This design comes from an exercise in tuning for small area, a short achievable clock period and few clock cycles per item on the open sky130 flow, not from production work.
At most, simulation tests tie the RTL to the original design; equivalence was not proved.
For run 5, only the layout was checked, not whether the RTL still works.
Power figures rest on the tool's default switching activity, not on a simulated workload.

### flow/flow/run.sh
#!/bin/bash
# Own layout flow: the standard ORFS flow (standard.sh), unchanged except
#  - port buffers use a small fast buffer cell (every port still gets one);
set -euo pipefail
export BUFFER_PORTS_ARGS="-buffer_cell sky130_fd_sc_hd__buf_1"
export SETUP_SLACK_MARGIN=7.3
bash standard.sh > standard.log 2>&1
### flow/standard.sh
#!/bin/bash
# synth_recipe.tcl (not shown) runs the flow's synth.tcl, then flattens the netlist and writes it again
# the make line also repeats each setting of config.mk as NAME=value (left out here)
make -C /OpenROAD-flow-scripts/flow DESIGN_CONFIG=/design/flow/config.mk WORK_HOME=/design/flow/orfs CLKGATE_MAP_FILE= SYNTH_SCRIPT=/design/flow/synth_recipe.tcl "${@:-finish}"
### flow/config.mk
export PLATFORM = sky130hd
export DESIGN_NAME = pattern_date_time_parser_top
export DESIGN_NICKNAME = pattern_date_time_parser_top
export VERILOG_FILES = /design/flow/design.v
export SDC_FILE = /design/flow/constraint.sdc
export NUM_CORES = 4
export LEC_CHECK = 0
export ABC_AREA = 1
export CAP_MARGIN = 5
export CORE_MARGIN = 2
export CORE_UTILIZATION = 40
export CTS_BUF_LIST = sky130_fd_sc_hd__clkbuf_8
export CTS_CLUSTER_SIZE = 30
export SLEW_MARGIN = 5
### flow/constraint.sdc
create_clock -name core_clock -period 10.5 [get_ports {i_clk}]
set_input_delay 2.1000 -clock core_clock [delete_from_list [all_inputs] [get_ports {i_clk}]]
set_output_delay 2.1000 -clock core_clock [all_outputs]
set_load 0.01 [all_outputs]
### flow/design.v
package pdtp_pkg;
    localparam int          C_MAX_CODES = 16;
    localparam logic [3:0] C_CODE_SKIP       = 4'd0;
    localparam logic [3:0] C_CODE_YY         = 4'd1;
    localparam logic [3:0] C_CODE_YYYY       = 4'd2;
    localparam logic [3:0] C_CODE_MONTH_FLEX = 4'd3;
    localparam logic [3:0] C_CODE_MONTH      = 4'd4;
    localparam logic [3:0] C_CODE_DAY_FLEX   = 4'd5;
    localparam logic [3:0] C_CODE_DAY        = 4'd6;
    localparam logic [3:0] C_CODE_HOUR       = 4'd7;
    localparam logic [3:0] C_CODE_MINUTE     = 4'd8;
    localparam logic [3:0] C_CODE_SECOND     = 4'd9;
    localparam logic [0:0] C_REG_PATTERN_CODES  = 1'b0;
    localparam logic [0:0] C_REG_PATTERN_LENGTH = 1'b1;
    function automatic logic is_field(input logic [3:0] code);
        is_field = (code != 4'd0) && (code <= 4'd9);
    endfunction
    function automatic logic is_flex(input logic [3:0] code);
        is_flex = (code == C_CODE_MONTH_FLEX) || (code == C_CODE_DAY_FLEX);
    endfunction
endpackage
module pdtp_parse (
    input  logic        i_clk,
    input  logic        i_rst_n,
    input  logic        i_valid,
    input  logic        i_last,
    input  logic        i_dig,
    input  logic [3:0]  i_d,
    input  logic [63:0] i_codes,
    input  logic [4:0]  i_len,
    input  logic        i_out_stall,
    output logic        o_step,
    output logic        o_first,
    output logic        o_valid,
    output logic [50:0] o_data
);
    localparam logic [1:0] C_M_BAD = 2'd0;
    localparam logic [1:0] C_M_FEB = 2'd1;
    localparam logic [1:0] C_M_30  = 2'd2;
    localparam logic [1:0] C_M_31  = 2'd3;
    localparam logic [2:0] C_D_BAD = 3'd0;
    localparam logic [2:0] C_D_28  = 3'd1;    
    localparam logic [2:0] C_D_29  = 3'd2;
    localparam logic [2:0] C_D_30  = 3'd3;
    localparam logic [2:0] C_D_31  = 3'd4;
    logic [4:0]  r_idx;
    logic        r_act;          
    logic        r_ge1;          
    logic [3:0]  r_c0;           
    logic [1:0]  r_n;
    logic        r_bad, r_failed;
    logic [3:0]  r_a;            
    logic        r_fresh;        
    logic        r_clr;          
    logic        r_ov;           
    logic [13:0] r_year;
    logic        r_leap, r_ynz;
    logic [6:0]  r_month, r_day, r_hour, r_minute, r_second;
    logic [1:0]  r_mc;
    logic [2:0]  r_dc;
    logic        r_hok, r_mok, r_sok;
    logic        r_matched, r_valid;
    logic        zl, ld_y, ld_mon, ld_day, ld_hour, ld_min, ld_sec, ld_res;
    logic        exempt, fstep, k_base;
    logic [6:0]  t7;
    logic [3:0]  lo;
    logic        zero7;
    logic        step;
    logic [3:0]  c1, c2, cz;
    logic        act1, act2, actz;
    logic        run;
    logic        f0, flex0, y4, yy, isyear, f1, flex1;
    logic        badn, done_fx;
    logic        s_skip, s_fl0d, s_fl0n, s_fl1d, p2, s_fxd, s_fxm, adv1;
    logic        t2, t2f, t2b;
    logic [1:0]  n_n;
    logic        bad_n, failed_n;
    logic        wr7, wry, wrleap;
    logic        we_mon, we_day, we_hour, we_min, we_sec;
    logic [3:0]  hi;
    logic [6:0]  v7;
    logic [13:0] vy;
    logic [13:0] y_mac;
    logic        vleap, vynz;
    logic [1:0]  vmc;
    logic [2:0]  vdc;
    logic        vtok_h, vtok_m;
    logic        lo_zero, lo_div4;
    logic        matched;
    logic        day_ok, valid;
    logic [13:0] n_year;
    logic        n_leap, n_ynz;
    logic [6:0]  n_month, n_day, n_hour, n_minute, n_second;
    logic [1:0]  n_mc;
    logic [2:0]  n_dc;
    logic        n_hok, n_mok, n_sok;
    logic [15:0] fld;            
    logic [16:0] nf;             
    logic [95:0] ent;            
    logic [47:0] ent1, ent2, ent3;
    logic [5:0]  w0, w1, w2;
    logic [4:0]  idx_p1, idx_p2, idx_n;
    logic        ge_p2, ge_p3;
    function automatic logic [13:0] mul10_add(input logic [9:0] y, input logic [3:0] d);
        logic [13:0] a, b, c, s, cy, p, g, pp, gg, pn, gn;
        a  = {1'b0, y, 3'b000};
        b  = {3'b000, y, 1'b0};
        c  = {10'd0, d};
        s  = a ^ b ^ c;
        cy = {((a[12:0] & b[12:0]) | (a[12:0] & c[12:0]) | (b[12:0] & c[12:0])), 1'b0};
        p  = s ^ cy;
        g  = s & cy;
        pp = p;
        gg = g;
        for (int k = 1; k < 14; k = k * 2) begin
            pn = pp;
            gn = gg;
            for (int i = k; i < 14; i++) begin
                gn[i] = gg[i] | (pp[i] & gg[i - k]);
                pn[i] = pp[i] & pp[i - k];
            end
            pp = pn;
            gg = gn;
        end
        mul10_add = p ^ {gg[12:0], 1'b0};
    endfunction
    assign exempt = r_fresh && !i_last;
    assign step   = i_valid && (exempt || !r_ov);
    assign fstep  = step && !exempt;
    always_comb begin
        for (int i = 0; i < 16; i++)
            fld[i] = (5'(i) < i_len) && pdtp_pkg::is_field(i_codes[4*i +: 4]);
        nf[16] = 1'b1;
        for (int i = 15; i >= 0; i--)
            nf[i] = nf[i + 1] && !fld[i];
        for (int i = 0; i < 16; i++)
            ent[6*i +: 6] = {5'(i) < i_len, nf[i + 1], i_codes[4*i +: 4]};
        for (int k = 0; k < 8; k++) begin
            ent1[6*k +: 6] = ent[6*(2*k+1) +: 6];
            ent2[6*k +: 6] = (k < 7) ? ent[6*(2*k+2) +: 6] : 6'b010000;
            ent3[6*k +: 6] = (k < 7) ? ent[6*(2*k+3) +: 6] : 6'b010000;
        end
    end
    always_comb begin
        w0   = ent1[6*r_idx[3:1] +: 6];
        w1   = ent2[6*r_idx[3:1] +: 6];
        w2   = ent3[6*r_idx[3:1] +: 6];
        act1 = r_idx[0] ? w1[5] : w0[5];
        act2 = r_idx[0] ? w2[5] : w1[5];
        c1   = r_idx[0] ? w1[3:0] : w0[3:0];
        c2   = r_idx[0] ? w2[3:0] : w1[3:0];
        ge_p2 = r_idx[0] ? w1[4] : w0[4];
        ge_p3 = r_idx[0] ? w2[4] : w1[4];
        cz   = i_codes[3:0];
        actz   = i_len != 5'd0;
        idx_p1 = 5'(r_idx + 5'd1);
        idx_p2 = 5'(r_idx + 5'd2);
        run    = !r_failed && r_act;
        f0     = pdtp_pkg::is_field(r_c0);
        flex0  = pdtp_pkg::is_flex(r_c0);
        y4     = (r_c0 == pdtp_pkg::C_CODE_YYYY);
        yy     = (r_c0 == pdtp_pkg::C_CODE_YY);
        isyear = yy || y4;
        f1     = pdtp_pkg::is_field(c1);
        flex1  = pdtp_pkg::is_flex(c1);
        badn   = r_bad || !i_dig;
        done_fx = y4 ? (r_n == 2'd3) : (r_n == 2'd1);
        s_skip = run && !f0;                             
        s_fl0d = run && flex0 && !r_n[0] && i_dig;       
        s_fl0n = run && flex0 && !r_n[0] && !i_dig;      
        s_fl1d = run && flex0 && r_n[0] && i_dig;        
        p2     = run && flex0 && r_n[0] && !i_dig;       
        s_fxd  = run && f0 && !flex0 && done_fx;         
        s_fxm  = run && f0 && !flex0 && !done_fx;        
        adv1   = s_skip || s_fl1d || s_fxd;
        t2     = !act1 || !f1;
        t2f    = act1 && flex1;
        t2b    = act1 && f1 && !flex1;
        wr7    = (s_fl0d && i_last) || s_fl1d || p2 || (s_fxd && !isyear);
        wry    = run && isyear && (r_n != 2'd0);
        idx_n    = adv1 ? idx_p1 : p2 ? (t2 ? idx_p2 : idx_p1) : r_idx;
        n_n      = s_fl0d ? 2'd1 : (s_fl1d || s_fxd) ? 2'd0 :
                   s_fxm ? 2'(r_n + 2'd1) : p2 ? {1'b0, t2b} : r_n;
        bad_n    = s_fxd ? 1'b0 : s_fxm ? badn : p2 ? t2b : r_bad;
        failed_n = s_fl0n || (p2 && t2f) || r_failed;
        matched = !r_failed && r_ge1 &&
                  (!r_act || !f0 || (flex0 && (r_n[0] || i_dig)) || (!flex0 && done_fx));
        t7    = 7'(7'(i_d) + 7'(r_a) * 7'd10);
        lo    = p2 ? r_a : i_d;
        hi    = (p2 || s_fl0d) ? 4'd0 : r_a;
        zero7 = badn && !(p2 || s_fl0d);
        v7    = p2 ? 7'(r_a) : s_fl0d ? 7'(i_d) : badn ? 7'd0 : t7;
        y_mac = mul10_add(r_year[9:0], i_d);
        vy   = badn ? (yy ? 14'd1900 : 14'd0) :
               (r_n == 2'd1) ? (yy ? 14'(14'd1900 + 14'(t7)) : 14'(t7)) : y_mac;
        if (badn)
            vynz = yy;
        else if (r_n == 2'd1)
            vynz = yy || (r_a != 4'd0) || (i_d != 4'd0);
        else
            vynz = r_ynz || (i_d != 4'd0);
        lo_zero = (r_a == 4'd0) && (i_d == 4'd0);
        lo_div4 = !i_d[0] && (r_a[0] == i_d[1]);
        wrleap  = wry && ((y4 && r_n == 2'd1) || done_fx);
        vleap   = (y4 && r_n == 2'd1) ? lo_div4 :
                  (!badn && (lo_zero ? (y4 && r_leap) : lo_div4));
        vmc = C_M_BAD;
        vdc = C_D_BAD;
        if (!zero7) begin
            if (hi == 4'd0) begin
                case (lo)
                    4'd1, 4'd3, 4'd5, 4'd7, 4'd8: vmc = C_M_31;
                    4'd2:                         vmc = C_M_FEB;
                    4'd4, 4'd6, 4'd9:             vmc = C_M_30;
                    default:                      vmc = C_M_BAD;
                endcase
                vdc = (lo != 4'd0) ? C_D_28 : C_D_BAD;
            end else if (hi == 4'd1) begin
                vmc = (lo == 4'd0 || lo == 4'd2) ? C_M_31 :
                      (lo == 4'd1) ? C_M_30 : C_M_BAD;
                vdc = C_D_28;
            end else if (hi == 4'd2) begin
                vdc = (lo == 4'd9) ? C_D_29 : C_D_28;
            end else if (hi == 4'd3) begin
                vdc = (lo == 4'd0) ? C_D_30 : (lo == 4'd1) ? C_D_31 : C_D_BAD;
            end
        end
        vtok_h = zero7 || (hi < 4'd2) || (hi == 4'd2 && lo < 4'd4);
        vtok_m = zero7 || (hi < 4'd6);
        we_mon  = wr7 && (r_c0 == pdtp_pkg::C_CODE_MONTH_FLEX || r_c0 == pdtp_pkg::C_CODE_MONTH);
        we_day  = wr7 && (r_c0 == pdtp_pkg::C_CODE_DAY_FLEX   || r_c0 == pdtp_pkg::C_CODE_DAY);
        we_hour = wr7 && (r_c0 == pdtp_pkg::C_CODE_HOUR);
        we_min  = wr7 && (r_c0 == pdtp_pkg::C_CODE_MINUTE);
        we_sec  = wr7 && (r_c0 == pdtp_pkg::C_CODE_SECOND);
        n_year   = wry     ? vy     : (r_clr ? 14'd0 : r_year);
        n_ynz    = wry     ? vynz   : (!r_clr && r_ynz);
        n_leap   = wrleap  ? vleap  : (!r_clr && r_leap);
        n_month  = we_mon  ? v7     : (r_clr ? 7'd0 : r_month);
        n_mc     = we_mon  ? vmc    : (r_clr ? C_M_BAD : r_mc);
        n_day    = we_day  ? v7     : (r_clr ? 7'd0 : r_day);
        n_dc     = we_day  ? vdc    : (r_clr ? C_D_BAD : r_dc);
        n_hour   = we_hour ? v7     : (r_clr ? 7'd0 : r_hour);
        n_hok    = we_hour ? vtok_h : (r_clr || r_hok);
        n_minute = we_min  ? v7     : (r_clr ? 7'd0 : r_minute);
        n_mok    = we_min  ? vtok_m : (r_clr || r_mok);
        n_second = we_sec  ? v7     : (r_clr ? 7'd0 : r_second);
        n_sok    = we_sec  ? vtok_m : (r_clr || r_sok);
        day_ok = (n_dc == C_D_28) ||
                 (n_dc == C_D_29 && (n_mc != C_M_FEB || n_leap)) ||
                 (n_dc == C_D_30 && n_mc != C_M_FEB) ||
                 (n_dc == C_D_31 && n_mc == C_M_31);
        valid  = matched && n_ynz && (n_mc != C_M_BAD) && day_ok && n_hok && n_mok && n_sok;
        if (i_last && !matched) begin
            n_year   = 14'd0;
            n_month  = 7'd0;
            n_day    = 7'd0;
            n_hour   = 7'd0;
            n_minute = 7'd0;
            n_second = 7'd0;
        end
    end
    always_ff @(posedge i_clk) begin
        if (!i_rst_n) begin
            r_idx    <= '0;
            r_n      <= '0;
            r_bad    <= 1'b0;
            r_failed <= 1'b0;
            r_fresh  <= 1'b1;
            r_clr    <= 1'b1;
            r_ov     <= 1'b0;
        end else begin
            if (step) begin
                r_idx    <= i_last ? 5'd0 : idx_n;
                r_n      <= i_last ? 2'd0 : n_n;
                r_bad    <= i_last ? 1'b0 : bad_n;
                r_failed <= i_last ? 1'b0 : failed_n;
                r_fresh  <= i_last;
            end
            if (fstep)
                r_clr    <= i_last;
            r_ov <= (step && i_last) || (r_ov && i_out_stall);
        end
    end
    always_ff @(posedge i_clk) begin
        if (step) begin
            if (i_last) begin
                r_c0  <= cz;
                r_act <= actz;
                r_ge1 <= nf[1];
            end else if (adv1 || (p2 && !t2)) begin
                r_c0  <= c1;
                r_act <= act1;
                r_ge1 <= ge_p2;
            end else if (p2) begin
                r_c0  <= c2;
                r_act <= act2;
                r_ge1 <= ge_p3;
            end
        end else if (r_idx == 5'd0) begin
            r_c0  <= cz;
            r_act <= actz;
            r_ge1 <= nf[1];
        end
    end
    always_ff @(posedge i_clk) begin
        if (step)
            r_a      <= i_d;
        if (fstep) begin
            r_ynz    <= n_ynz;
            r_leap   <= n_leap;
            r_mc     <= n_mc;
            r_dc     <= n_dc;
            r_hok    <= n_hok;
            r_mok    <= n_mok;
            r_sok    <= n_sok;
        end
    end
    always_comb begin
        zl      = i_last && !matched;
        k_base  = !fstep || (!r_clr && !zl);
        ld_y    = fstep && wry && !zl;
        ld_mon  = fstep && we_mon && !zl;
        ld_day  = fstep && we_day && !zl;
        ld_hour = fstep && we_hour && !zl;
        ld_min  = fstep && we_min && !zl;
        ld_sec  = fstep && we_sec && !zl;
        ld_res  = step && i_last;
    end
    always_ff @(posedge i_clk) begin
        r_year    <= ({14{ld_y}}    & vy) | ({14{k_base && !(fstep && wry)}}    & r_year);
        r_month   <= ({7{ld_mon}}   & v7) | ({7{k_base && !(fstep && we_mon)}}  & r_month);
        r_day     <= ({7{ld_day}}   & v7) | ({7{k_base && !(fstep && we_day)}}  & r_day);
        r_hour    <= ({7{ld_hour}}  & v7) | ({7{k_base && !(fstep && we_hour)}} & r_hour);
        r_minute  <= ({7{ld_min}}   & v7) | ({7{k_base && !(fstep && we_min)}}  & r_minute);
        r_second  <= ({7{ld_sec}}   & v7) | ({7{k_base && !(fstep && we_sec)}}  & r_second);
        r_matched <= (ld_res && matched) | (!ld_res && r_matched);
        r_valid   <= (ld_res && valid)   | (!ld_res && r_valid);
    end
    assign o_step  = step;
    assign o_first = r_fresh;
    assign o_valid = r_ov;
    assign o_data  = {r_year, r_month, r_day, r_hour, r_minute, r_second, r_matched, r_valid};
endmodule
module pattern_date_time_parser_top (
    input  logic                i_clk,
    input  logic                i_rst_n,
    input  logic                i_in_valid,
    output logic                o_in_stall,
    input  logic [8:0]          i_in_data,
    output logic                o_out_valid,
    input  logic                i_out_stall,
    output logic [50:0]         o_out_data,
    input  logic                i_cfg_wr_en,
    input  logic [0:0]          i_cfg_index,
    input  logic [63:0]         i_cfg_wdata
);
    logic [63:0] r_codes;
    logic [4:0]  r_len;          
    logic        r_cz;           
    logic [4:0]  len;            
    logic        r_hv;           
    logic [5:0]  r_head;
    logic        r_stall;
    logic        hv_n, last_n, first_n, ov_n, first, ov;
    logic [5:0]  in_item;
    logic        in_dig;
    logic        step;
    logic        head_load;
    always_ff @(posedge i_clk) begin
        if (!i_rst_n) begin
            r_len <= '0;
            r_cz  <= 1'b1;
        end else if (i_cfg_wr_en) begin
            if (i_cfg_index == pdtp_pkg::C_REG_PATTERN_CODES)
                r_cz <= 1'b0;
            else
                r_len <= i_cfg_wdata[4] ? 5'd16 : {1'b0, i_cfg_wdata[3:0]};
        end
    end
    always_ff @(posedge i_clk) begin
        if (i_cfg_wr_en && i_cfg_index == pdtp_pkg::C_REG_PATTERN_CODES)
            r_codes <= i_cfg_wdata;
    end
    assign len = r_cz ? 5'd0 : r_len;
    assign in_dig  = (i_in_data[8:5] == 4'd3) && (i_in_data[4:1] <= 4'd9);
    assign in_item = {i_in_data[0], in_dig, i_in_data[4:1]};
    assign head_load  = !r_hv || step;
    assign o_in_stall = r_stall;
    always_comb begin
        hv_n    = head_load ? i_in_valid : r_hv;
        last_n  = head_load ? i_in_data[0] : r_head[5];
        first_n = step ? r_head[5] : first;
        ov_n    = (step && r_head[5]) || (ov && i_out_stall);
    end
    always_ff @(posedge i_clk) begin
        if (!i_rst_n) begin
            r_hv    <= 1'b0;
            r_stall <= 1'b0;
        end else begin
            r_hv    <= hv_n;
            r_stall <= hv_n && ov_n && !(first_n && !last_n);
        end
    end
    always_ff @(posedge i_clk) begin
        if (head_load)
            r_head <= in_item;
    end
    pdtp_parse u_parse (
        .i_clk       (i_clk),
        .i_rst_n     (i_rst_n),
        .i_valid     (r_hv),
        .i_last      (r_head[5]),
        .i_dig       (r_head[4]),
        .i_d         (r_head[3:0]),
        .i_codes     (r_codes),
        .i_len       (len),
        .i_out_stall (i_out_stall),
        .o_step      (step),
        .o_first     (first),
        .o_valid     (ov),
        .o_data      (o_out_data)
    );
    assign o_out_valid = ov;
endmodule
==> summary.txt, run 1 <==
Critical path
  – Worst R2R Start: r_head[2]$_DFFE_PN_
  – Worst Path Required: 8.40 ns
  – Depth of the most critical reg-to-reg path: 17
  – Worst Setup SP: u_parse.r_year[5]$_DFF_P_
  – CP max-delay cell: dfxtp_1
  – CP Capture Type: output port
  – Worst path bufs/invs: 1
  – R2R Setup Slk: 7.52 ns
  – Crit path largest cell delay: 0.41 ns
  – Reg2reg end: u_parse.r_year[10]$_DFF_P_
  – CP cell instances: buf_1
  – Critical path type: flip-flop to output port
  – CP delay by family, top: flip-flops
  – Crit path DAT: 1.03 ns
  – Critical Path Stages: 1
  – CP Capture Point: o_out_data[42]
  – Worst Path Max Fanout: 4
  – Worst setup SP type: flip-flop

Yosys
  – Asr flop ratio synth: 0%
  – #FFs+latches synth: 161
  – Syn Area/Cell: 8.12 µm²
  – Area contributors post-synth: edfxtp_1, dfxtp_1, nand2_1, inv_1, ha_1
  – Ys flop type: edfxtp_1
  – Largest area contributor in the netlist: edfxtp_1
  – Leading cell types by count after synthesis: nand2_1, inv_1, nor2_1
  – Most frequent cell after synthesis: nand2_1
  – Synth Net Count: 1240
  – Mapped Area: 0.00913 mm²
  – Share of the synthesized area in the top cell type: 30.3%
  – Warnings, synthesis: 2
  – Syn Inst Count: 1125
  – Seq/Total Area, Yosys: 45.4%
  – Yosys cell types: 58
  – Post-synth EDFFs: 92

Die
  – DIE AREA: 0.0240 mm²
  – Core area: 0.0225 mm²
  – Row cnt: 55
  – Die Width: 155 µm
  – Initial Util: 40.6%
  – Die Y: 155 µm
  – Num ports: 132

CTS
  – CTS tree: yes
  – Root Buffer: clkbuf_8
  – CTS H-tree lvls: 4
  – Clock-pin transition on the worst setup and hold timing paths: 0.10 ns
  – CTS max path bufs: 2
  – Clock latency on the worst-skew pair: 0.47 ns
  – CTS Sinks: 161
  – Num CTS Buffers: 17

Finish
  – Number of diodes: 0
  – Nets: 1370
  – Area delta synth->final: 13.8%
  – Fin cells: 1553
  – Multi-input logic area: 0.00427 mm²
  – Register area: 0.00415 mm²
  – Fillers: 2262
  – Layout cell share with drive strength beyond 1: 7.57%
  – Core Util, Final: 46.2%

Routing
  – Routed wire length: 23800 µm
  – DRC viols: 0
  – Vias: 8106
  – DR iter-0 viols: 490
  – WL per Instance: 15.3 µm
  – DRT antenna net count: 0
  – Vias/cell: 5.22
  – Drt first pass iters: 5

Placed design
  – Dpl hpwl: 18000 µm
  – Dpl cells: 1518
  – Routability-driven placement congestion ratio: 0.918
  – Port bufs: 131

Pwr
  – Gate power share: 13.7%
  – Switching pwr: 431 µW
  – Sw Share: 31.3%
  – Total internal power: 948 µW
  – Pwr per Cell Area: 133 mW/mm²
  – Worst VDD drop: 70.9 µV
  – Clock Power Share: 33.8%
  – Seq pwr share: 52.4%
  – Final total power: 1.38 mW
  – LEAKAGE: 4.13 nW

STA
  – Setup violators final: 0
  – Max Fclk: 319 MHz
  – RSZ-0062 raised after global routing: no
  – Fin Setup TNS: 0 ns
  – Slew @ Worst Pin: 0.821 ns
  – Minimum clock period: 3.13 ns
  – Worst slew margin: 44.7%
  – Tcrit/Tclk final: 29.8%
  – Hold Fails Final Rpt: 0
  – Final Skew: 0.0194 ns
  – Hold WS: 0.459 ns
  – Slew Viols, Final: 0

GRT
  – Global Route Usage Sum: 20.4%
  – Vias in the first global route: 7716
  – Initial antenna violation count: 0
  – Largest net degree at the start of global routing: 66
  – Grt total ovfl: 0
  – Global-route wire length before repair: 39200 µm

Flow run
  – Max Cap Viol: 0

Min path
  – Hold crit path type: flip-flop to flip-flop

Run status
  – Status: no timing/DRC/antenna violations
-- metal layers --
layer  global-route usage [%]  wire length, µm
met5                        0                0
met4                     7.41              616
met3                     3.62             1030
met2                     36.4            12200
met1                     24.7            10000
-- flip-flops by register name (all words and copies together) (netlist names), 2 cells and up, named ones only --
register	flops
r_codes	64
u_parse.r_hour	7
u_parse.r_a	4
u_parse.r_mc	2
u_parse.r_month	7
u_parse.r_n	2
u_parse.r_day	7
u_parse.r_dc	3
r_len	5
u_parse.r_idx	5
r_head	6
u_parse.r_second	7
u_parse.r_year	14
u_parse.r_c0	4
u_parse.r_minute	7
-- how the worst min path moves through the flow --
stage                                     startpoint                         end  slack, ns  cells after the start
after floorplan           u_parse.r_bad$_SDFFE_PN0P_  u_parse.r_bad$_SDFFE_PN0P_       0.44                      2
after global placement    u_parse.r_year[13]$_DFF_P_  u_parse.r_year[13]$_DFF_P_       0.44                      2
after detailed placement  u_parse.r_year[10]$_DFF_P_  u_parse.r_year[10]$_DFF_P_       0.44                      2
after CTS                 u_parse.r_year[13]$_DFF_P_  u_parse.r_year[13]$_DFF_P_       0.46                      2
after global routing      u_parse.r_year[10]$_DFF_P_  u_parse.r_year[10]$_DFF_P_       0.49                      2
final                     u_parse.r_year[13]$_DFF_P_  u_parse.r_year[13]$_DFF_P_       0.46                      2
-- logic make-up after synthesis --
logic type	count (synthesis)	synth area share (%)
AO/OA/AOI/OAI	260	17.1
XOR/XNOR	16	1.53
adder cells (fa/ha/maj)	36	5.26
buffers and inverters	189	8.15
flip-flops	161	45.4
AND/OR/NAND/NOR	463	22.5
-- cell type report --
class	instances	share of cell area (%)
Clock buffer	18	2.38
Clock inverter	14	1.52
Inverter	162	6.21
Multi-Input combinational cell	775	41.1
Sequential cell	161	40.0
Tap cell	285	3.43
Timing Repair Buffer	138	5.40
-- power by group through the flow --
stage	combinational, mW	sequential (mW)	clock (mW)
floorplan	0.133	0.728	0
global placement	0.183	0.737	0
detailed placement	0.184	0.737	0
CTS	0.185	0.723	0.481
global route	0.216	0.727	0.506
finish	0.189	0.723	0.467
-- layout by cell type (no fill, tap or decap), types with 5 or more instances in the layout --
| cell | netlist | routed |
|---|---|---|
| nand3_1 | 68 | 68 |
| a221oi_1 | 5 | 5 |
| o21ai_0 | 79 | 79 |
| inv_2 | 10 | 8 |
| nand2_2 | 7 | 7 |
| buf_1 | 4 | 131 |
| o21ai_1 | 12 | 12 |
| a21oi_1 | 59 | 59 |
| inv_6 | 0 | 5 |
| xnor2_1 | 6 | 6 |
| nor3_1 | 6 | 6 |
| nand2_1 | 227 | 226 |
| inv_1 | 149 | 147 |
| dfxtp_1 | 69 | 61 |
| dfxtp_2 | 0 | 8 |
| nor2_1 | 103 | 101 |
| o22ai_1 | 43 | 43 |
| xor2_1 | 10 | 10 |
| nand4_1 | 25 | 25 |
| nor2_2 | 7 | 8 |
| nand2_4 | 4 | 5 |
| a22oi_1 | 7 | 7 |
| buf_4 | 5 | 5 |
| o211ai_1 | 18 | 18 |
| ha_1 | 32 | 32 |
| clkbuf_8 | 0 | 18 |
| inv_8 | 0 | 5 |
| edfxtp_1 | 92 | 92 |
-- through the flow --
step	cell area, µm²	setup slack, ns
after detailed placement	9890	6.94
after global placement	9890	6.96
after CTS	10300	7.31
final	10400	7.37
after floorplan	9150	7.01
after global routing	10400	7.30
-- timing repair --
item,in CTS,in global routing
hold buffers,0,0
setup buffers,0,3
pin swaps,0,1
setup endpoints to repair,9,53
resized for setup,5,21
Testbench counts, summed over its fixed seeds: cycles 233,181, chars 233,009.
==> run 2: changes to the inputs <==
==> flow/flow/run.sh (replaced) <==
#!/bin/bash
# Own layout flow: the standard ORFS flow (standard.sh), unchanged except
#  - port buffers use a small buffer cell (every port still gets one);
#  - the clock tree uses a clkbuf_16 root buffer and clkbuf_8 buffers below.
# The design, constraints, clock period, synthesis, floorplan, power grid,
# tap cells, placement and routing are the standard flow's.
set -euo pipefail
export BUFFER_PORTS_ARGS="-buffer_cell sky130_fd_sc_hd__buf_1"
export SETUP_SLACK_MARGIN=7.3
export CTS_ARGS="-sink_clustering_enable -repair_clock_nets -buf_list sky130_fd_sc_hd__clkbuf_8 -root_buf sky130_fd_sc_hd__clkbuf_16 -sink_clustering_size 30"
bash standard.sh > standard.log 2>&1
--- a/flow/config.mk
+++ b/flow/config.mk
@@ -8,7 +8,5 @@
 export ABC_AREA = 1
-export CAP_MARGIN = 5
+export CAP_MARGIN = 20
 export CORE_MARGIN = 2
 export CORE_UTILIZATION = 40
-export CTS_BUF_LIST = sky130_fd_sc_hd__clkbuf_8
-export CTS_CLUSTER_SIZE = 30
-export SLEW_MARGIN = 5
+export SLEW_MARGIN = 20
==> summary.txt, run 2 <==
Finish
  – Number of diodes: 0 (unchanged)
  – Fin cells: 1554 (was 1553)
  – Register area: 0.00414 mm² (was 0.00415 mm²)
  – Commonest non-fill, non-tap cell in the layout: nand2_1 (unchanged)
  – Top flop regs: r_codes: 64 flops, u_parse.r_year: 14 flops (unchanged)
  – Most frequent cells in the layout: nand2_1, inv_1, buf_1, nor2_1, edfxtp_1 (unchanged)
  – Nets: 1371 (was 1370)
  – Area delta synth->final: 13.9% (was 13.8%)
  – Layout cell share with drive strength beyond 1: 6.93% (was 7.57%)
  – Multi-input logic area: 0.00426 mm² (was 0.00427 mm²)
  – Largest register FFs: 64 (unchanged)
  – Fillers: 2270 (was 2262)
  – Largest register by flop count: r_codes (unchanged)

GRT
  – Global Route Usage Sum: 20.4% (about the same)
  – Largest net degree at the start of global routing: 66 (unchanged)
  – Global-route wire length before repair: 39200 µm (about the same)
  – Grt total ovfl: 0 (unchanged)
  – Vias in the first global route: 7727 (was 7716)
  – Initial antenna violation count: 0 (unchanged)

Critical path
  – CP max-delay cell: dfxtp_1 (unchanged)
  – Worst setup SP type: flip-flop (unchanged)
  – Crit path largest cell delay: 0.44 ns (was 0.41 ns)
  – CP delay by family, top: flip-flops (unchanged)
  – Critical path type: flip-flop to output port (unchanged)
  – CP cell instances: buf_1 (unchanged)
  – Worst Path Required: 8.40 ns (about the same)
  – Crit path DAT: 1.01 ns (was 1.03 ns)
  – CP Capture Type: output port (unchanged)
  – Worst Setup SP: u_parse.r_year[2]$_DFF_P_ (was u_parse.r_year[5]$_DFF_P_)
  – Worst R2R Start: r_head[2]$_DFFE_PN_ (unchanged)
  – Worst Path Max Fanout: 4 (unchanged)
  – Worst path bufs/invs: 1 (unchanged)

Yosys
  – Syn Area/Cell: 8.12 µm² (unchanged)
  – Leading cell types by count after synthesis: nand2_1, inv_1, nor2_1 (unchanged)
  – Ys flop type: edfxtp_1 (unchanged)
  – Largest area contributor in the netlist: edfxtp_1 (unchanged)
  – Post-synthesis simple-gate area fraction: 22.5% (unchanged)
  – Post-synth EDFFs: 92 (unchanged)
  – Most frequent cell after synthesis: nand2_1 (unchanged)
  – Seq/Total Area, Yosys: 45.4% (unchanged)
  – Share of the synthesized area in the top cell type: 30.3% (unchanged)
  – Largest family of logic cells by synthesized area: simple AND/OR/NAND/NOR gates (unchanged)
  – Post-synthesis adder-cell area fraction: 5.26% (unchanged)
  – XOR/XNOR Fraction of Synth Area: 1.53% (unchanged)
  – Syn Inst Count: 1125 (unchanged)
  – Area contributors post-synth: edfxtp_1, dfxtp_1, nand2_1, inv_1, ha_1 (unchanged)
  – Yosys cell types: 58 (unchanged)
  – Asr flop ratio synth: 0% (unchanged)
  – Warnings, synthesis: 2 (unchanged)
  – Synth Net Count: 1240 (unchanged)
  – Mapped Area: 0.00913 mm² (unchanged)
  – Proportion of synthesized area in mux cells: 0% (unchanged)
  – Compound-Gate Fraction of Synth Area: 17.1% (unchanged)
  – #FFs+latches synth: 161 (unchanged)

Die
  – Core area: 0.0225 mm² (unchanged)
  – Num ports: 132 (unchanged)
  – Row cnt: 55 (unchanged)
  – DIE AREA: 0.0240 mm² (unchanged)
  – Die Y: 155 µm (unchanged)
  – Die Width: 155 µm (unchanged)
  – Initial Util: 40.6% (unchanged)

CTS
  – Num CTS Buffers: 17 (unchanged)
  – CTS H-tree lvls: 4 (unchanged)
  – CTS max path bufs: 2 (unchanged)
  – CTS Hold Buffers Added: 0 (unchanged)
  – Clock latency on the worst-skew pair: 0.40 ns (was 0.47 ns)
  – Root Buffer: clkbuf_16 (was clkbuf_8)
  – Clock-pin transition on the worst setup and hold timing paths: 0.11 ns (was 0.10 ns)
  – CTS Sinks: 161 (unchanged)
  – CTS tree: yes (unchanged)

STA
  – Minimum clock period: 3.11 ns (was 3.13 ns)
  – Fin Setup TNS: 0 ns (unchanged)
  – Tcrit/Tclk final: 29.6% (was 29.8%)
  – RSZ-0062 raised after global routing: no (unchanged)
  – Slew @ Worst Pin: 0.815 ns (was 0.821 ns)
  – Final Skew: 0.0187 ns (was 0.0194 ns)
  – Hold Fails Final Rpt: 0 (unchanged)
  – Max Fclk: 322 MHz (was 319 MHz)
  – Worst slew margin: 45.1% (was 44.7%)
  – Slew Viols, Final: 0 (unchanged)
  – Setup violators final: 0 (unchanged)

Routing
  – DR iter-0 viols: 489 (was 490)
  – DRT antenna net count: 0 (unchanged)
  – WL per Instance: 15.3 µm (about the same)
  – Routed wire length: 23800 µm (about the same)
  – Vias/cell: 5.21 (was 5.22)
  – Vias: 8097 (was 8106)
  – DRC viols: 0 (unchanged)
  – Drt first pass iters: 7 (was 5)

Flow run
  – Max Cap Viol: 0 (unchanged)

Pwr
  – LEAKAGE: 4.14 nW (was 4.13 nW)
  – Worst VDD drop: 84.3 µV (was 70.9 µV)
  – Pwr per Cell Area: 134 mW/mm² (was 133 mW/mm²)

Placed design
  – Routability-driven placement congestion ratio: 0.918 (unchanged)
  – Dpl hpwl: 18000 µm (unchanged)
  – Dpl cells: 1518 (unchanged)
  – Port bufs: 131 (unchanged)

Min path
  – Hold crit path type: flip-flop to flip-flop (unchanged)
  – Hold_sp: u_parse.r_year[13]$_DFF_P_ (unchanged)

Run status
  – Status: no timing/DRC/antenna violations (unchanged)
[run 2: changes by cell type in the layout (fill, tap and decap cells not counted), sizes merged]
| cell | change |
|---|---|
| buf | +1 |
[run 2: area by class of cell]
class	instances	share of cell area, %
tap	285	3.43
multi-input combinational	775	41.0
clock buffer	18	2.49
inverter	162	6.21
timing repair buffer	139	5.50
clock inverter	14	1.52
sequential	161	39.9
[run 2: through the flow]
step	hold slack, ns	worst slack, ns	total power, mW	area, µm²	util, %
floorplan	0.444	7.01	0.861	9150	-
global placement	0.437	6.96	0.920	9890	44.0
detailed placement	0.443	6.94	0.921	9890	44.0
CTS	0.461	7.32	1.40	10300	45.8
global route	0.485	7.31	1.46	10400	46.2
finish	0.455	7.39	1.39	10400	46.2
[run 2: cells by family (layout without fill, tap and decap cells)]
logic type | after synthesis | after routing
AND/OR/NAND/NOR | 463 | 463
AO/OA/AOI/OAI | 260 | 260
buffers and inverters | 189 | 333
flip-flops | 161 | 161
adder cells (fa/ha/maj) | 36 | 36
XOR/XNOR | 16 | 16
[run 2: repair_timing]
| action | 4_1_cts | 5_1_grt |
|---|---|---|
| endpoints found under the setup margin | 6 | 92 |
| cloned | 0 | 0 |
| pin swaps | 0 | 1 |
| setup buffers | 0 | 3 |
| resized for setup | 2 | 16 |
[run 2: worst reg2reg max path: stages (launching register included)]
cell      delay [ns]
edfxtp_1        0.54
ha_1            0.34
ha_1            0.16
inv_1           0.05
fa_1            0.39
nor2_1          0.15
o21ai_0         0.10
nand2_1         0.10
a21oi_1         0.08
o21bai_1        0.19
nand2_1         0.07
nand2_1         0.06
nand2_1         0.06
nand2_1         0.07
xor2_1          0.20
a21oi_1         0.08
o21ai_0         0.17
nand2_1         0.06
[run 2: routing by layer]
layer	global-route usage, %	vias up	wire length (µm)
li1	-	4120	-
met1	24.7	3710	10100
met2	36.3	217	12100
met3	3.09	50	961
met4	8.29	0	666
met5	0	-	0
[run 2: final timing paths]
kind / to / slack (ns) / cells past startpoint
worst max-delay path: o_out_data[39] / 7.39 / 1
worst min-delay path: u_parse.r_year[13]$_DFF_P_ / 0.46 / 2
worst max register to register: u_parse.r_year[10]$_DFF_P_ / 7.51 / 17
worst min register to register: u_parse.r_year[13]$_DFF_P_ / 0.46 / 2
[run 2: power breakdown]
part	internal (mW)	switching (mW)
sequential	0.699	0.0242
combinational	0.0619	0.127
clock	0.198	0.281
total	0.958	0.432
==> run 3: changes to the inputs <==
--- a/flow/flow/run.sh
+++ b/flow/flow/run.sh
@@ -8,3 +8,3 @@
 export BUFFER_PORTS_ARGS="-buffer_cell sky130_fd_sc_hd__buf_1"
-export SETUP_SLACK_MARGIN=7.3
+export SETUP_SLACK_MARGIN=7.5
 export CTS_ARGS="-sink_clustering_enable -repair_clock_nets -buf_list sky130_fd_sc_hd__clkbuf_8 -root_buf sky130_fd_sc_hd__clkbuf_16 -sink_clustering_size 30"
==> summary.txt, run 3 <==
Yosys
  – Largest family of logic cells by synthesized area: simple AND/OR/NAND/NOR gates (unchanged)
  – Area contributors post-synth: edfxtp_1, dfxtp_1, nand2_1, inv_1, ha_1 (unchanged)
  – Ys flop type: edfxtp_1 (unchanged)
  – Largest area contributor in the netlist: edfxtp_1 (unchanged)
  – Proportion of synthesized area in mux cells: 0% (unchanged)
  – Yosys cell types: 58 (unchanged)
  – Synth Net Count: 1240 (unchanged)
  – Seq/Total Area, Yosys: 45.4% (unchanged)
  – #FFs+latches synth: 161 (unchanged)
  – Post-synthesis simple-gate area fraction: 22.5% (unchanged)
  – Compound-Gate Fraction of Synth Area: 17.1% (unchanged)
  – Syn Area/Cell: 8.12 µm² (unchanged)
  – Post-synth EDFFs: 92 (unchanged)
  – Share of the synthesized area in the top cell type: 30.3% (unchanged)
  – Mapped Area: 0.00913 mm² (unchanged)
  – Asr flop ratio synth: 0% (unchanged)
  – Most frequent cell after synthesis: nand2_1 (unchanged)
  – XOR/XNOR Fraction of Synth Area: 1.53% (unchanged)
  – Post-synthesis adder-cell area fraction: 5.26% (unchanged)
  – Leading cell types by count after synthesis: nand2_1, inv_1, nor2_1 (unchanged)
  – Warnings, synthesis: 2 (unchanged)
  – Syn Inst Count: 1125 (unchanged)

Die
  – Die Width: 155 µm (unchanged)
  – Num ports: 132 (unchanged)
  – Die Y: 155 µm (unchanged)
  – Row cnt: 55 (unchanged)
  – Initial Util: 40.6% (unchanged)
  – Core area: 0.0225 mm² (unchanged)
  – DIE AREA: 0.0240 mm² (unchanged)

Routing
  – Vias: 8230 (was 8097)
  – Drt first pass iters: 5 (was 7)
  – DR iter-0 viols: 506 (was 489)
  – DRC viols: 0 (unchanged)
  – Vias/cell: 5.22 (was 5.21)
  – DRT antenna net count: 0 (unchanged)
  – Routed wire length: 24400 µm (was 23800 µm)
  – WL per Instance: 15.5 µm (was 15.3 µm)

Finish
  – Largest register by flop count: r_codes (unchanged)
  – Fillers: 2224 (was 2270)
  – Largest register FFs: 64 (unchanged)
  – Core Util, Final: 48.0% (was 46.2%)
  – Most frequent cells in the layout: nand2_1, inv_1, nor2_1, edfxtp_1, buf_1 (was nand2_1, inv_1, buf_1, nor2_1, edfxtp_1)
  – Area delta synth->final: 18.3% (was 13.9%)
  – Nets: 1394 (was 1371)
  – Top flop regs: r_codes: 64 flops, u_parse.r_year: 14 flops (unchanged)
  – Commonest non-fill, non-tap cell in the layout: nand2_1 (unchanged)
  – Number of diodes: 0 (unchanged)
  – Layout cell share with drive strength beyond 1: 16.4% (was 6.93%)

STA
  – RSZ-0062 raised after global routing: yes (was no)
  – Setup violators final: 0 (unchanged)
  – Max Fclk: 331 MHz (was 322 MHz)
  – Slew Viols, Final: 0 (unchanged)
  – Minimum clock period: 3.02 ns (was 3.11 ns)
  – Slew @ Worst Pin: 0.770 ns (was 0.815 ns)
  – Final Skew: 0.0172 ns (was 0.0187 ns)
  – Hold Fails Final Rpt: 0 (unchanged)
  – Worst slew margin: 48.5% (was 45.1%)
  – Fin Setup TNS: 0 ns (unchanged)
  – Tcrit/Tclk final: 28.8% (was 29.6%)

GRT
  – Global-route wire length before repair: 39600 µm (was 39200 µm)
  – Initial antenna violation count: 0 (unchanged)
  – Vias in the first global route: 7762 (was 7727)
  – Largest net degree at the start of global routing: 66 (unchanged)
  – Global Route Usage Sum: 20.7% (was 20.4%)
  – Grt total ovfl: 0 (unchanged)

Min path
  – Hold crit path type: flip-flop to flip-flop (unchanged)

Critical path
  – CP delay by family, top: flip-flops (unchanged)
  – CP Capture Point: o_out_data[0] (was o_out_data[39])
  – Depth of the most critical reg-to-reg path: 18 (was 17)
  – Worst R2R Start: u_parse.r_year[1]$_DFF_P_ (was r_head[2]$_DFFE_PN_)
  – Critical Path Stages: 1 (unchanged)
  – Worst setup SP type: flip-flop (unchanged)
  – CP cell instances: clkbuf_2 (was buf_1)
  – Worst Path Required: 8.40 ns (about the same)
  – Crit path DAT: 0.92 ns (was 1.01 ns)
  – CP Capture Type: output port (unchanged)
  – Crit path largest cell delay: 0.39 ns (was 0.44 ns)
  – Critical path type: flip-flop to output port (unchanged)
  – CP max-delay cell: edfxtp_1 (was dfxtp_1)
  – Worst Path Max Fanout: 1 (was 4)
  – R2R Setup Slk: 7.65 ns (was 7.51 ns)
  – Worst path bufs/invs: 1 (unchanged)
  – Reg2reg end: u_parse.r_year[10]$_DFF_P_ (unchanged)

Run status
  – Status: no timing/DRC/antenna violations (unchanged)

Placed design
  – Port bufs: 131 (unchanged)
  – Dpl hpwl: 18000 µm (unchanged)
  – Routability-driven placement congestion ratio: 0.918 (unchanged)

CTS
  – CTS Hold Buffers Added: 0 (unchanged)
  – Root Buffer: clkbuf_16 (unchanged)
  – Clock latency on the worst-skew pair: 0.40 ns (about the same)
  – CTS max path bufs: 2 (unchanged)
  – Num CTS Buffers: 17 (unchanged)
  – CTS tree: yes (unchanged)
  – Clock-pin transition on the worst setup and hold timing paths: 0.11 ns (about the same)
  – CTS Sinks: 161 (unchanged)
  – CTS H-tree lvls: 4 (unchanged)

Pwr
  – Pwr per Cell Area: 129 mW/mm² (was 134 mW/mm²)
  – LEAKAGE: 4.52 nW (was 4.14 nW)
  – Worst VDD drop: 85.0 µV (was 84.3 µV)
  – Final total power: 1.40 mW (was 1.39 mW)

Flow run
  – Max Cap Viol: 0 (unchanged)
## run 3: final cells by class
cell class                 instances  area [µm²]  area share, %
clock inverter                    14         158           1.46
timing repair buffer             162         882           8.17
clock buffer                      18         259           2.40
sequential                       161        4200           38.9
tap                              285         357           3.30
inverter                         162         652           6.04
multi-input combinational        775        4290           39.7
## run 3: worst min path at each step
stage	slack, ns	depth (start not counted)	to	start
finish	0.45	2	u_parse.r_year[13]$_DFF_P_	u_parse.r_year[13]$_DFF_P_
floorplan	0.44	2	u_parse.r_bad$_SDFFE_PN0P_	u_parse.r_bad$_SDFFE_PN0P_
global placement	0.44	2	u_parse.r_year[13]$_DFF_P_	u_parse.r_year[13]$_DFF_P_
CTS	0.46	2	u_parse.r_year[13]$_DFF_P_	u_parse.r_year[13]$_DFF_P_
global route	0.48	2	u_parse.r_year[13]$_DFF_P_	u_parse.r_year[13]$_DFF_P_
detailed placement	0.44	2	u_parse.r_year[10]$_DFF_P_	u_parse.r_year[10]$_DFF_P_
## run 3: per-layer routing
layer  up-vias  routed length (µm)  global-route usage (%)
li1       4177                   -                       -
met1      3774               10100                    24.9
met2       228               12500                    37.1
met3        51                 977                    2.98
met4         0                 735                    8.11
met5         -                   0                       0
## run 3: power by group
part | total (mW) | leakage, nW | internal (mW) | switching (mW)
combinational | 0.196 | 2.86 | 0.0663 | 0.130
sequential | 0.721 | 1.45 | 0.697 | 0.0239
clock | 0.478 | 0.212 | 0.198 | 0.280
total | 1.40 | 4.52 | 0.961 | 0.434
## run 3: metrics by stage
step	hold WS [ns]	instances	instance area [µm²]	setup slack [ns]
2_1_floorplan	0.444	1125	9150	7.01
3_3_place_gp	0.437	1518	9890	6.96
3_5_place_dp	0.443	1518	9890	6.94
4_1_cts	0.459	1562	10500	7.45
5_1_grt	0.480	1577	10800	7.43
6_report	0.453	1577	10800	7.48
## run 3: cells by family after synthesis
| family | Yosys count |
|---|---|
| and+or+nand+nor | 463 |
| AOI/OAI and AO/OA | 260 |
| buffers and inverters | 189 |
| DFF | 161 |
| adders and majority gates | 36 |
| xor gates and xnor gates | 16 |
## run 3: worst register-to-register path, stage by stage, from the launching register on
cell and delay (ns):
dfxtp_4 0.37, buf_4 0.14, ha_1 0.27, ha_2 0.16, inv_1 0.06, fa_2 0.40
nor2_2 0.11, o21ai_1 0.07, nand2_1 0.12, a21oi_2 0.07, o21bai_1 0.20, nand2_1 0.08
nand2_1 0.06, nand2_1 0.06, nand2_1 0.08, xor2_1 0.20, a21oi_1 0.09, o21ai_1 0.16
nand2_1 0.06
## run 3: what timing repair did
item,4_1_cts,5_1_grt
pin swaps,0,11
setup endpoints to repair,138,154
cloned,0,1
gates resized for setup,74,63
setup buffers,12,13
==> run 4: changes to the inputs <==
--- a/flow/flow/run.sh
+++ b/flow/flow/run.sh
@@ -8,3 +8,3 @@
 export BUFFER_PORTS_ARGS="-buffer_cell sky130_fd_sc_hd__buf_1"
-export SETUP_SLACK_MARGIN=7.5
+export SETUP_SLACK_MARGIN=7.4
 export CTS_ARGS="-sink_clustering_enable -repair_clock_nets -buf_list sky130_fd_sc_hd__clkbuf_8 -root_buf sky130_fd_sc_hd__clkbuf_16 -sink_clustering_size 30"
==> summary.txt, run 4 <==
STA
  – RSZ-0062 raised after global routing: no (was yes)
  – Slew Viols, Final: 0 (unchanged)
  – Fin Setup TNS: 0 ns (unchanged)
  – Final Skew: 0.0194 ns (was 0.0172 ns)
  – Max Fclk: 329 MHz (was 331 MHz)
  – Final WS setup: 7.46 ns (was 7.48 ns)
  – Setup violators final: 0 (unchanged)
  – Minimum clock period: 3.04 ns (was 3.02 ns)
  – Hold Fails Final Rpt: 0 (unchanged)
  – Slew @ Worst Pin: 0.820 ns (was 0.770 ns)
  – Worst slew margin: 44.8% (was 48.5%)
  – Tcrit/Tclk final: 28.9% (was 28.8%)

Critical path
  – CP max-delay cell: dfxtp_2 (was edfxtp_1)
  – CP cell instances: buf_1 (was clkbuf_2)
  – CP delay by family, top: flip-flops (unchanged)
  – R2R Setup Slk: 7.64 ns (was 7.65 ns)
  – Depth of the most critical reg-to-reg path: 16 (was 18)
  – Reg2reg end: u_parse.r_year[10]$_DFF_P_ (unchanged)
  – Critical Path Stages: 1 (unchanged)
  – Worst Setup SP: u_parse.r_year[2]$_DFF_P_
  – Worst setup SP type: flip-flop (unchanged)
  – Worst Path Max Fanout: 4 (was 1)
  – CP Capture Type: output port (unchanged)
  – Worst path bufs/invs: 1 (unchanged)
  – Crit path DAT: 0.94 ns (was 0.92 ns)
  – Crit path largest cell delay: 0.39 ns (about the same)
  – Worst R2R Start: r_head[3]$_DFFE_PN_ (was u_parse.r_year[1]$_DFF_P_)
  – Worst Path Required: 8.40 ns (about the same)
  – Critical path type: flip-flop to output port (unchanged)
  – CP Capture Point: o_out_data[39] (was o_out_data[0])

Yosys
  – Leading cell types by count after synthesis: nand2_1, inv_1, nor2_1 (unchanged)
  – Post-synth EDFFs: 92 (unchanged)
  – Area contributors post-synth: edfxtp_1, dfxtp_1, nand2_1, inv_1, ha_1 (unchanged)
  – Largest area contributor in the netlist: edfxtp_1 (unchanged)
  – Warnings, synthesis: 2 (unchanged)
  – Compound-Gate Fraction of Synth Area: 17.1% (unchanged)
  – Post-synthesis adder-cell area fraction: 5.26% (unchanged)
  – Asr flop ratio synth: 0% (unchanged)
  – Share of the synthesized area in the top cell type: 30.3% (unchanged)
  – Largest family of logic cells by synthesized area: simple AND/OR/NAND/NOR gates (unchanged)
  – Yosys cell types: 58 (unchanged)
  – Syn Area/Cell: 8.12 µm² (unchanged)
  – Ys flop type: edfxtp_1 (unchanged)
  – #FFs+latches synth: 161 (unchanged)
  – Seq/Total Area, Yosys: 45.4% (unchanged)
  – XOR/XNOR Fraction of Synth Area: 1.53% (unchanged)
  – Mapped Area: 0.00913 mm² (unchanged)
  – Most frequent cell after synthesis: nand2_1 (unchanged)
  – Synth Net Count: 1240 (unchanged)
  – Syn Inst Count: 1125 (unchanged)
  – Post-synthesis simple-gate area fraction: 22.5% (unchanged)
  – Proportion of synthesized area in mux cells: 0% (unchanged)

Pwr
  – Final total power: 1.39 mW (was 1.40 mW)
  – Worst VDD drop: 83.8 µV (was 85.0 µV)
  – LEAKAGE: 4.18 nW (was 4.52 nW)
  – Pwr per Cell Area: 133 mW/mm² (was 129 mW/mm²)

Finish
  – Number of diodes: 0 (unchanged)
  – Commonest non-fill, non-tap cell in the layout: nand2_1 (unchanged)
  – Largest register by flop count: r_codes (unchanged)
  – Core Util, Final: 46.6% (was 48.0%)
  – Nets: 1377 (was 1394)
  – Layout cell share with drive strength beyond 1: 8.55% (was 16.4%)
  – Most frequent cells in the layout: nand2_1, inv_1, buf_1, nor2_1, edfxtp_1 (was nand2_1, inv_1, nor2_1, edfxtp_1, buf_1)
  – Area delta synth->final: 14.9% (was 18.3%)
  – Top flop regs: r_codes: 64 flops, u_parse.r_year: 14 flops (unchanged)
  – Largest register FFs: 64 (unchanged)

Routing
  – DRC viols: 0 (unchanged)
  – Vias: 8112 (was 8230)
  – WL per Instance: 15.4 µm (was 15.5 µm)
  – DRT antenna net count: 0 (unchanged)
  – Routed wire length: 23900 µm (was 24400 µm)
  – Vias/cell: 5.20 (was 5.22)
  – Drt first pass iters: 5 (unchanged)
  – DR iter-0 viols: 489 (was 506)

Placed design
  – Dpl hpwl: 18000 µm (unchanged)
  – Port bufs: 131 (unchanged)
  – Routability-driven placement congestion ratio: 0.918 (unchanged)
  – DP Worst Slack: 6.94 ns (unchanged)

GRT
  – Largest net degree at the start of global routing: 66 (unchanged)
  – Initial antenna violation count: 0 (unchanged)
  – Vias in the first global route: 7728 (was 7762)
  – Global-route wire length before repair: 39200 µm (was 39600 µm)
  – Grt total ovfl: 0 (unchanged)
  – Global Route Usage Sum: 20.4% (was 20.7%)

Die
  – Die Y: 155 µm (unchanged)
  – Row cnt: 55 (unchanged)
  – Num ports: 132 (unchanged)
  – Initial Util: 40.6% (unchanged)
  – DIE AREA: 0.0240 mm² (unchanged)
  – Die Width: 155 µm (unchanged)
  – Core area: 0.0225 mm² (unchanged)

CTS
  – CTS H-tree lvls: 4 (unchanged)
  – Root Buffer: clkbuf_16 (unchanged)
  – Num CTS Buffers: 17 (unchanged)
  – Clock-pin transition on the worst setup and hold timing paths: 0.11 ns (about the same)
  – Clock latency on the worst-skew pair: 0.40 ns (about the same)
  – CTS Sinks: 161 (unchanged)
  – CTS max path bufs: 2 (unchanged)
  – CTS tree: yes (unchanged)

Flow run
  – Max Cap Viol: 0 (unchanged)

Min path
  – Hold crit path type: flip-flop to flip-flop (unchanged)

Run status
  – Status: no timing/DRC/antenna violations (unchanged)
-- run 4: final cells by class --
cell class	instances	area [µm²]
clock inverter	14	158
multi-input combinational	775	4270
tap	285	357
fill	2263	12000
sequential	161	4160
clock buffer	18	259
timing repair buffer	145	639
inverter	162	648
-- run 4: stage by stage --
| step | cells | hold slack [ns] | cell area, µm² |
|---|---|---|---|
| after floorplan | 1125 | 0.444 | 9150 |
| after global placement | 1518 | 0.437 | 9890 |
| after detailed placement | 1518 | 0.443 | 9890 |
| after CTS | 1551 | 0.461 | 10300 |
| after global routing | 1560 | 0.485 | 10500 |
| final | 1560 | 0.455 | 10500 |
-- run 4: repair_timing --
| action | CTS | global route |
|---|---|---|
| cloned | 0 | 1 |
| hold buffers | 0 | 0 |
| setup endpoints to repair | 71 | 44 |
| buffers inserted | 1 | 7 |
| gates resized for setup | 9 | 28 |
| pin swaps | 0 | 8 |
-- run 4: report_power, final --
group | total [mW] | switching (mW) | leakage, nW | internal, mW
Sequential | 0.723 | 0.0241 | 1.43 | 0.699
Clock | 0.478 | 0.280 | 0.212 | 0.198
Combinational | 0.193 | 0.128 | 2.54 | 0.0644
Total | 1.39 | 0.432 | 4.18 | 0.961
-- run 4: worst min-delay path by stage --
stage	slack (ns)	start	to	cells after the start
final	0.46	u_parse.r_year[13]$_DFF_P_	u_parse.r_year[13]$_DFF_P_	2
after global placement	0.44	u_parse.r_year[13]$_DFF_P_	u_parse.r_year[13]$_DFF_P_	2
after floorplan	0.44	u_parse.r_bad$_SDFFE_PN0P_	u_parse.r_bad$_SDFFE_PN0P_	2
after detailed placement	0.44	u_parse.r_year[10]$_DFF_P_	u_parse.r_year[10]$_DFF_P_	2
after global routing	0.48	u_parse.r_year[10]$_DFF_P_	u_parse.r_year[10]$_DFF_P_	2
after CTS	0.46	u_parse.r_year[13]$_DFF_P_	u_parse.r_year[13]$_DFF_P_	2
-- run 4: cell families after synthesis --
group,Yosys count
fa+ha+maj,36
simple gates,463
xor+xnor,16
flops,161
compound gates,260
buf+inv,189
-- run 4: worst register-to-register path, stage by stage, from the launching register on --
cell,delay (ns)
edfxtp_1,0.43
fa_1,0.58
inv_1,0.06
fa_2,0.35
nor2_2,0.10
o21ai_0,0.09
nand2_1,0.11
a21oi_1,0.08
o21bai_1,0.20
nand2_1,0.07
nand2_1,0.06
nand2_1,0.06
nand2_1,0.07
xor2_1,0.20
a21oi_1,0.09
o21ai_1,0.16
nand2_1,0.06
-- run 4: routing by layer --
| metal | vias to the layer above | track usage [%] | share of wire, % |
|---|---|---|---|
| met5 | - | 0 | 0 |
| met4 | 0 | 8.29 | 2.6 |
| met3 | 45 | 3.09 | 4.2 |
| met2 | 237 | 36.3 | 51 |
| met1 | 3693 | 24.7 | 42 |
| li1 | 4137 | - | - |
==> run 5: changes to the inputs <==
--- a/flow/design.v
+++ b/flow/design.v
@@ -67,2 +67,3 @@
     logic        zero7;
+    logic        sel_z, sel_1, sel_2, sel_k;
     logic        step;
@@ -283,22 +284,12 @@
     end
+    always_comb begin
+        sel_z = (step && i_last) || (!step && r_idx == 5'd0);
+        sel_1 = step && !i_last && (adv1 || (p2 && !t2));
+        sel_2 = step && !i_last && p2 && t2;
+        sel_k = !step ? (r_idx != 5'd0) : (!i_last && !adv1 && !p2);
+    end
     always_ff @(posedge i_clk) begin
-        if (step) begin
-            if (i_last) begin
-                r_c0  <= cz;
-                r_act <= actz;
-                r_ge1 <= nf[1];
-            end else if (adv1 || (p2 && !t2)) begin
-                r_c0  <= c1;
-                r_act <= act1;
-                r_ge1 <= ge_p2;
-            end else if (p2) begin
-                r_c0  <= c2;
-                r_act <= act2;
-                r_ge1 <= ge_p3;
-            end
-        end else if (r_idx == 5'd0) begin
-            r_c0  <= cz;
-            r_act <= actz;
-            r_ge1 <= nf[1];
-        end
+        r_c0  <= ({4{sel_z}} & cz) | ({4{sel_1}} & c1) | ({4{sel_2}} & c2) | ({4{sel_k}} & r_c0);
+        r_act <= (sel_z & actz) | (sel_1 & act1) | (sel_2 & act2) | (sel_k & r_act);
+        r_ge1 <= (sel_z & nf[1]) | (sel_1 & ge_p2) | (sel_2 & ge_p3) | (sel_k & r_ge1);
     end
==> flow/flow/run.sh (replaced) <==
#!/bin/bash
# Own layout flow: the standard ORFS flow (standard.sh), unchanged except
#  - port buffers use a small fast buffer cell (every port still gets one);
set -euo pipefail
export BUFFER_PORTS_ARGS="-buffer_cell sky130_fd_sc_hd__buf_2"
export SETUP_SLACK_MARGIN=7.3
bash standard.sh > standard.log 2>&1
--- a/flow/config.mk
+++ b/flow/config.mk
@@ -7,3 +7,2 @@
 export LEC_CHECK = 0
-export ABC_AREA = 1
 export CAP_MARGIN = 20
@@ -11,2 +10,4 @@
 export CORE_UTILIZATION = 40
+export CTS_BUF_LIST = sky130_fd_sc_hd__clkbuf_8
+export CTS_CLUSTER_SIZE = 30
 export SLEW_MARGIN = 20
==> summary.txt, run 5 <==
Run status
  – Status: no timing/DRC/antenna violations (unchanged)

STA
  – Worst slew margin: 37.1% (was 44.8%)
  – Hold Fails Final Rpt: 0 (unchanged)
  – Slew @ Worst Pin: 0.942 ns (was 0.820 ns)
  – Max Fclk: 316 MHz (was 329 MHz)
  – Hold WS: 0.480 ns (was 0.455 ns)
  – Tcrit/Tclk final: 30.1% (was 28.9%)
  – Fin Setup TNS: 0 ns (unchanged)
  – Minimum clock period: 3.16 ns (was 3.04 ns)
  – RSZ-0062 raised after global routing: yes (was no)
  – Slew Viols, Final: 0 (unchanged)
  – Final WS setup: 7.34 ns (was 7.46 ns)
  – Final Skew: 0.0175 ns (was 0.0194 ns)
  – Setup violators final: 0 (unchanged)

CTS
  – Root Buffer: clkbuf_8 (was clkbuf_16)
  – CTS H-tree lvls: 4 (unchanged)
  – Num CTS Buffers: 17 (unchanged)
  – CTS Sinks: 161 (unchanged)
  – CTS tree: yes (unchanged)
  – Clock-pin transition on the worst setup and hold timing paths: 0.10 ns (was 0.11 ns)
  – Clock latency on the worst-skew pair: 0.48 ns (was 0.40 ns)
  – CTS max path bufs: 2 (unchanged)

Min path
  – Worst hold path depth: 1 (was 2)
  – Hold crit path type: flip-flop to flip-flop (unchanged)
  – WHS Endpoint: u_parse.r_year[11]$_DFF_P_ (was u_parse.r_year[13]$_DFF_P_)
  – Hold_sp: u_parse.r_year[11]$_DFF_P_ (was u_parse.r_year[13]$_DFF_P_)

Critical path
  – Reg2reg end: u_parse.r_act$_DFF_P_ (was u_parse.r_year[10]$_DFF_P_)
  – Worst path bufs/invs: 1 (unchanged)
  – Critical path type: flip-flop to output port (unchanged)
  – Worst R2R Start: u_parse.r_idx[2]$_SDFFE_PN0P_ (was r_head[3]$_DFFE_PN_)
  – R2R Setup Slk: 7.47 ns (was 7.64 ns)
  – Worst Path Required: 8.40 ns (about the same)
  – Crit path DAT: 1.06 ns (was 0.94 ns)
  – Worst setup SP type: flip-flop (unchanged)
  – Worst Path Max Fanout: 4 (unchanged)
  – CP Capture Type: output port (unchanged)
  – CP max-delay cell: dfxtp_1 (was dfxtp_2)
  – Depth of the most critical reg-to-reg path: 10 (was 16)
  – CP cell instances: buf_2 (was buf_1)
  – Crit path largest cell delay: 0.42 ns (was 0.39 ns)
  – CP delay by family, top: flip-flops (unchanged)

Die
  – Die Width: 158 µm (was 155 µm)
  – Num ports: 132 (unchanged)
  – Core area: 0.0234 mm² (was 0.0225 mm²)
  – DIE AREA: 0.0250 mm² (was 0.0240 mm²)
  – Row cnt: 56 (was 55)
  – Initial Util: 40.6% (about the same)
  – Die Y: 158 µm (was 155 µm)

Finish
  – Largest register FFs: 64 (unchanged)
  – Layout cell share with drive strength beyond 1: 23.0% (was 8.55%)
  – Nets: 1179 (was 1377)
  – Most frequent cells in the layout: buf_2, edfxtp_1, nor2_1, dfxtp_1, nand2_1 (was nand2_1, inv_1, buf_1, nor2_1, edfxtp_1)
  – Number of diodes: 0 (unchanged)
  – Core Util, Final: 47.0% (was 46.6%)
  – Commonest non-fill, non-tap cell in the layout: buf_2 (was nand2_1)
  – Fin cells: 1396 (was 1560)
  – Top flop regs: r_codes: 64 flops, u_parse.r_year: 14 flops (unchanged)
  – Area delta synth->final: 15.5% (was 14.9%)
  – Design area: 0.0110 mm² (was 0.0105 mm²)
  – Largest register by flop count: r_codes (unchanged)

Pwr
  – LEAKAGE: 4.24 nW (was 4.18 nW)
  – Final total power: 1.38 mW (was 1.39 mW)
  – Worst VDD drop: 79.6 µV (was 83.8 µV)
  – Pwr per Cell Area: 126 mW/mm² (was 133 mW/mm²)

Routing
  – WL per Instance: 18.7 µm (was 15.4 µm)
  – DRT antenna net count: 0 (unchanged)
  – Routed wire length: 26100 µm (was 23900 µm)
  – DR iter-0 viols: 599 (was 489)
  – Drt first pass iters: 7 (was 5)
  – Vias/cell: 5.81 (was 5.20)
  – DRC viols: 0 (unchanged)
  – Vias: 8114 (was 8112)

GRT
  – Initial antenna violation count: 0 (unchanged)
  – Grt met1 use: 26.4% (was 24.7%)
  – Largest net degree at the start of global routing: 66 (unchanged)
  – Met2 Resource Use GR: 36.9% (was 36.3%)
  – Met3 Track Usage GR: 3.31% (was 3.09%)
  – Global-route wire length before repair: 41400 µm (was 39200 µm)
  – Grt total ovfl: 0 (unchanged)
  – Top Usage Layer GRT: met2 (unchanged)
  – Vias in the first global route: 7797 (was 7728)
  – Global Route Usage Sum: 21.2% (was 20.4%)

Yosys
  – Syn Inst Count: 955 (was 1125)
  – Mapped Area: 0.00951 mm² (was 0.00913 mm²)
  – Largest area contributor in the netlist: edfxtp_1 (unchanged)
  – Post-synth EDFFs: 86 (was 92)
  – #FFs+latches synth: 161 (unchanged)
  – Area contributors post-synth: edfxtp_1, dfxtp_1, ha_1, a22o_1, a21oi_1 (was edfxtp_1, dfxtp_1, nand2_1, inv_1, ha_1)
  – Warnings, synthesis: 2 (unchanged)
  – Asr flop ratio synth: 0% (unchanged)
  – Syn Area/Cell: 9.96 µm² (was 8.12 µm²)
  – Share of the synthesized area in the top cell type: 27.2% (was 30.3%)
  – Ys flop type: edfxtp_1 (unchanged)
  – Most frequent cell after synthesis: edfxtp_1 (was nand2_1)
  – Yosys cell types: 85 (was 58)
  – Synth Net Count: 1070 (was 1240)
  – Seq/Total Area, Yosys: 42.9% (was 45.4%)
  – Leading cell types by count after synthesis: edfxtp_1, dfxtp_1, nor2_1 (was nand2_1, inv_1, nor2_1)

Placed design
  – DP Area: 0.0104 mm² (was 0.00989 mm²)
  – Routability-driven placement congestion ratio: 0.908 (was 0.918)
  – DP Worst Slack: 6.74 ns (was 6.94 ns)
  – Dpl hpwl: 19300 µm (was 18000 µm)
  – Dpl cells: 1360 (was 1518)
  – Port bufs: 131 (unchanged)

Flow run
  – Max Cap Viol: 0 (unchanged)
[run 5: metal layers]
metal | routed length [µm] | share of wire (%)
met4 | 804 | 3.1
met3 | 1080 | 4.1
met5 | 0 | 0
met1 | 11200 | 43
met2 | 13100 | 50
[run 5: layout make-up]
class                      count  area [µm²]
timing repair buffer         142         754
clock inverter                15         219
sequential                   161        4100
clock buffer                  17         234
fill                        2283       12400
tap                          319         399
multi-input combinational    698        5110
inverter                      44         174
[run 5: timing repair]
action,in CTS,in global routing
pin swaps,0,1
cloned,0,0
buffers inserted,1,3
resized for setup,14,24
hold buffers,0,0
endpoints found under the setup margin,72,65
[run 5: worst max-delay path by stage]
stage | from | end | slack, ns | cells past startpoint
global placement | u_parse.r_n[0]$_SDFFE_PN0P_ | flip-flop | 6.88 | 8
floorplan | i_cfg_wr_en | r_codes[0]$_DFFE_PP_ | 6.99 | 1
CTS | u_parse.r_year[5]$_DFF_P_ | o_out_data[42] | 7.31 | 1
detailed placement | u_parse.r_n[0]$_SDFFE_PN0P_ | u_parse.r_year[10]$_DFF_P_ | 6.74 | 8
global route | u_parse.r_idx[2]$_SDFFE_PN0P_ | u_parse.r_c0[1]$_DFF_P_ | 7.28 | 9
finish | u_parse.r_year[3]$_DFF_P_ | o_out_data[40] | 7.34 | 1
[run 5: cell families (layout without fill, tap and decap cells)]
logic type	after synthesis	after routing	synth area share (%)
buf+inv	96	218	4.20
xor+xnor	17	17	1.72
flops	161	161	42.9
fa+ha+maj	36	36	5.05
simple gates	273	273	15.1
compound gates	323	323	24.5
mux	49	49	6.46
[run 5: power by group]
| part | leakage [nW] | switching [mW] | internal (mW) | total (mW) |
|---|---|---|---|---|
| registers | 1.42 | 0.0348 | 0.691 | 0.726 |
| clock network | 0.225 | 0.279 | 0.228 | 0.507 |
| logic | 2.59 | 0.0877 | 0.0611 | 0.149 |

==> static timing again, ports no longer ideal <==
The flow's constraints put no driver on any port. The routed layouts listed below were extracted and timed again, unchanged, in two steps.
Step 1 (the two cells are an assumption about what drives the block):
set clk [get_ports {i_clk}]
set_driving_cell -lib_cell sky130_fd_sc_hd__clkbuf_16 $clk
set_driving_cell -lib_cell sky130_fd_sc_hd__buf_2 [delete_from_list [all_inputs] $clk]
Step 2, shift: input delay + t, output delay - t, t = (earliest + latest rising clock arrival at the registers) / 2. This alone moves slack from input paths to output paths.
Three values: no drivers, after step 1, after step 2; two values: the first two.
| run | t, ns | slack for setup (ns) | worst hold slack (ns) | worst slew at a driven data input, ns | pins driven straight from the clock port |
|---|---|---|---|---|---|
| run 1 | 0.497 | 7.367 / 7.329 / 6.950 | 0.459 / 0.459 / 0.459 | 0.05 | 1 |
| run 2 | 0.430 | 7.391 / 7.349 / 7.113 | 0.455 / 0.455 / 0.455 | 0.05 | 1 |
| run 3 | 0.430 | 7.481 / 7.439 / 7.180 | 0.453 / 0.453 / 0.453 | 0.05 | 1 |
| run 4 | 0.429 | 7.462 / 7.420 / 7.109 | 0.455 / 0.455 / 0.455 | 0.05 | 1 |
| run 5 | 0.510 | 7.339 / 7.300 / 7.137 | 0.480 / 0.480 / 0.480 | 0.04 | 1 |
After both steps every run listed still meets setup and hold. For run 1, which loses most, drivers alone change the setup slack by -0.038 ns; drivers and shift together by -0.417 ns.
